Context: an optimization exercise on an open-source flow, tuned for small area, a short achievable clock period and few clock cycles per item. The choices shown serve that exercise and are no tape-out recipe.
In this exercise RTL edits were held to simulation tests only and were not proved equivalent to the original.

==> flow/design.v (excerpt) <==
module dual_axis_pd_velocity_loop (
   input  logic         clock,
   input  logic         reset,
   input  logic         req_valid,
   output logic         req_ready,
   input  logic [15:0]  req_cmd_x,
   input  logic [15:0]  req_cmd_y,
   input  logic [15:0]  req_vel_x,
   input  logic [15:0]  req_vel_y,
   output logic         rsp_valid,
   input  logic         rsp_ready,
   output logic [15:0]  rsp_out_x,
   output logic [15:0]  rsp_out_y,
   output logic         rsp_clipped,
   input  logic         csr_valid,
   output logic         csr_ready,
   input  logic [2:0]   csr_index,
   input  logic [31:0]  csr_data
);
clock: 11.0 ns
lec_check: 0
abc_area: 1
cap_margin: 10
core_margin: 2
core_utilization: 30
cts_cluster_diameter: 120
cts_cluster_size: 22
place_density: 0.5
setup_slack_margin: 5.0
slew_margin: 10
run.sh (not shown) runs the stock make flow with config.mk's settings and CLKGATE_MAP_FILE= SYNTH_SCRIPT=/design/flow/synth_recipe.tcl, a recipe that flattens the netlist after the stock synthesis.
Testbench counts at the start, summed over its fixed seeds: cycles 2,176, items 2,048.
Edit:
- CTS_CLUSTER_DIAMETER: 120 -> 100
- CTS_CLUSTER_SIZE: 22 -> 18
- PLACE_DENSITY: 0.5 -> default
What happened: Fmax falls by 1.4%; worst hold slack improves by 0.017 ns; area after synthesis stays the same.

========
lane 1:
dual_axis_pd_velocity_loop again, from the RTL that the note above started with.
Settings: LEC_CHECK=0, ABC_AREA=1, CAP_MARGIN=10, CORE_MARGIN=2, CORE_UTILIZATION=30, CTS_CLUSTER_DIAMETER=120, CTS_CLUSTER_SIZE=22, PLACE_DENSITY=0.85, SETUP_SLACK_MARGIN=5.0, SLEW_MARGIN=10; clock period 11.0 ns.
standard.sh (not shown) runs the stock make flow with config.mk's settings and CLKGATE_MAP_FILE= SYNTH_SCRIPT=/design/flow/synth_recipe.tcl, a recipe that flattens the netlist after the stock synthesis.
==> flow/flow/run.sh <==
#!/bin/bash
# The standard layout, with one step added after synthesis: flow/polarity.py
# moves inverters through the full-adder cells of the synthesized netlist
# (a full adder with all inputs inverted gives both outputs inverted), which
# leaves fewer inverters. Registers and the rest of the netlist are unchanged.
set -euo pipefail
cp standard.sh standard_sh.log
bash standard.sh synth > synth.log 2>&1
R=orfs/results/${FLOW_PLATFORM}/dual_axis_pd_velocity_loop/base
python3 flow/polarity.py "$R/1_2_yosys.v" "$R/1_2_yosys.pol.v" > polarity.log 2>&1
mv "$R/1_2_yosys.pol.v" "$R/1_2_yosys.v"
rm -f "$R/1_synth.odb" "$R/1_synth.sdc"
bash standard.sh > layout.log 2>&1
Other scripts of this flow, unchanged in this note and not shown: flow/flow/polarity.py
Testbench counts of lane 1, summed over its fixed seeds: cycles 2,176, items 2,048.
### lane 1 -> lane 2
# lane 1
export LEC_CHECK = 0
export ABC_AREA = 1
export CAP_MARGIN = 10
export CORE_MARGIN = 2
export CORE_UTILIZATION = 30
export CTS_CLUSTER_DIAMETER = 120
export CTS_CLUSTER_SIZE = 22
export PLACE_DENSITY = 0.85
export SETUP_SLACK_MARGIN = 5.0
export SLEW_MARGIN = 10
create_clock -name core_clock -period 11.0 [get_ports {clock}]
# lane 2
export LEC_CHECK = 0
export ABC_AREA = 1
export CAP_MARGIN = 10
export CORE_MARGIN = 2
export CORE_UTILIZATION = 30
export CTS_CLUSTER_DIAMETER = 120
export CTS_CLUSTER_SIZE = 22
export PLACE_DENSITY = 0.5
export SETUP_SLACK_MARGIN = 5.0
export SLEW_MARGIN = 10
create_clock -name core_clock -period 11.0 [get_ports {clock}]
No stage failed in lane 1, and the final checks on the layout all came back clean.
Lane 2: all stages complete, timing, DRC and antenna checks passed
Relative to lane 1, the cell area measured on lane 2 has increased slightly.
Changes observed in lane 2 relative to lane 1: logic depth of the worst register-to-register path has decreased; number of non-filler instances in the completed layout barely changed; clock tree buffer count of the final layout went up by 2.
Diff lane 1 and lane 2: area growth from synthesis to layout lower in lane 1
Lane 2 against lane 1: maximum fanout encountered on the critical timing path dropped 14; first-pass GRT wire length went up by 7.7%.
Compared with lane 1, lane 2 shows a higher routed metal-1 wire length.
What lane 3 does differently from lane 2 at the input level:
# lane 2
export LEC_CHECK = 0
export ABC_AREA = 1
export CAP_MARGIN = 10
export CORE_MARGIN = 2
export CORE_UTILIZATION = 30
export CTS_CLUSTER_DIAMETER = 120
export CTS_CLUSTER_SIZE = 22
export PLACE_DENSITY = 0.5
export SETUP_SLACK_MARGIN = 5.0
export SLEW_MARGIN = 10
create_clock -name core_clock -period 11.0 [get_ports {clock}]
# lane 3
export LEC_CHECK = 0
export ABC_AREA = 1
export CAP_MARGIN = 10
export CORE_MARGIN = 2
export CORE_UTILIZATION = 30
export CTS_CLUSTER_DIAMETER = 120
export CTS_CLUSTER_SIZE = 22
export SETUP_SLACK_MARGIN = 5.0
export SLEW_MARGIN = 10
create_clock -name core_clock -period 11.0 [get_ports {clock}]
[summary]
- The final cell count without fillers of lane 2 and that of lane 3 are within noise of each other.
- Cmp lane 3 vs lane 2: count of routing violations after the opening detailed-route iteration higher in lane 3
- Looking at the reports, lane 3 completed the entire flow and the layout it produced met the timing, design-rule and antenna checks.
- Between lane 2 and lane 3, worst-path maximum fanout increased.
- There was hardly any difference in maximum frequency between lane 2 and lane 3.

========
Setup of fjord:
Starting RTL as in the previous note.
export LEC_CHECK = 0
export ABC_AREA = 1
export CAP_MARGIN = 10
export CORE_MARGIN = 2
export CORE_UTILIZATION = 30
export CTS_CLUSTER_DIAMETER = 120
export CTS_CLUSTER_SIZE = 22
export PLACE_DENSITY = 0.8
export SETUP_SLACK_MARGIN = 5.0
export SLEW_MARGIN = 10
create_clock -name core_clock -period 11.0 [get_ports {clock}]
Scripts as last shown in full above: flow/flow/run.sh
Other scripts of this flow, unchanged in this note and not shown: flow/flow/polarity.py
Both conditions hold for fjord: the flow ran to the end and the final layout passed the timing, design-rule and antenna checks.
Testbench counts of fjord, summed over its fixed seeds: cycles 2,176, items 2,048.
Edits applied to the flow inputs when going from fjord to garnet:
- a change of CORE_UTILIZATION from 30 to 50
### Flow results
- In garnet the worst setup slack turned out 0.16 ns lower than in fjord.
- On time the final worst path needs with I/O delays and setup: garnet sits above fjord.
- garnet finished end to end and its layout was clean on timing, DRC and antenna.
- Non-clock buffer count, garnet and fjord: smaller value in garnet
What indigo does differently from garnet at the input level:
- a change of PLACE_DENSITY from 0.8 to 0.72
- a change of CORE_UTILIZATION from 50 to 30
For garnet, the highest routing layer actually used was met5, unlike indigo, where it was met4. Taking garnet over indigo, the x dimension of the die ratio works out to 0.78. Going from garnet to indigo, via count of the first global-routing pass shrank by a few percent.

port drivers added, routing unchanged:
How much do the figures lean on ideal ports? The routed layouts below were timed once more, with nothing changed but the port constraints.
Step 1 sets driving cells, clkbuf_16 on the clock port and buf_2 on the other inputs (assumed; they add their load-dependent delay and slew).
Step 2 times the ports against the registers' clock, not the clock port: input delays grow and output delays shrink by t, the midpoint of the rising clock arrivals with the driver on.
Three values: ideal ports, drivers, drivers and shift; two values: the first two.
| run | t, ns | slack for setup (ns) | worst setup path after step 2 | latest minus earliest clock arrival (ns) | pins driven straight from the clock port |
|---|---|---|---|---|---|
| the first run of note 1 | 0.808 | 5.111 / 5.087 / 4.402 | input to register | 0.098 / 0.098 | 1 |
| the second run of note 1 | 0.821 | 5.027 / 5.077 / 4.256 | input to register | 0.083 / 0.084 | 1 |
| lane 1 | 0.746 | 4.814 / 4.814 / 4.430 | input to register | 0.081 / 0.082 | 1 |
| lane 2 | 0.797 | 5.036 / 5.099 / 4.309 | input to register | 0.056 / 0.055 | 1 |
| lane 3 | 0.771 | 5.026 / 5.071 / 4.300 | input to register | 0.068 / 0.068 | 1 |
| fjord | 0.754 | 5.119 / 5.119 / 4.419 | input to register | 0.081 / 0.081 | 1 |
| garnet | 0.739 | 4.963 / 5.021 / 4.282 | input to register | 0.033 / 0.032 | 1 |
| indigo | 0.751 | 5.049 / 5.069 / 4.352 | input to register | 0.064 / 0.064 | 1 |
After both steps every run listed still meets setup and hold. For the second run of note 1, which loses most, drivers alone change the setup slack by +0.050 ns; drivers and shift together by -0.771 ns.
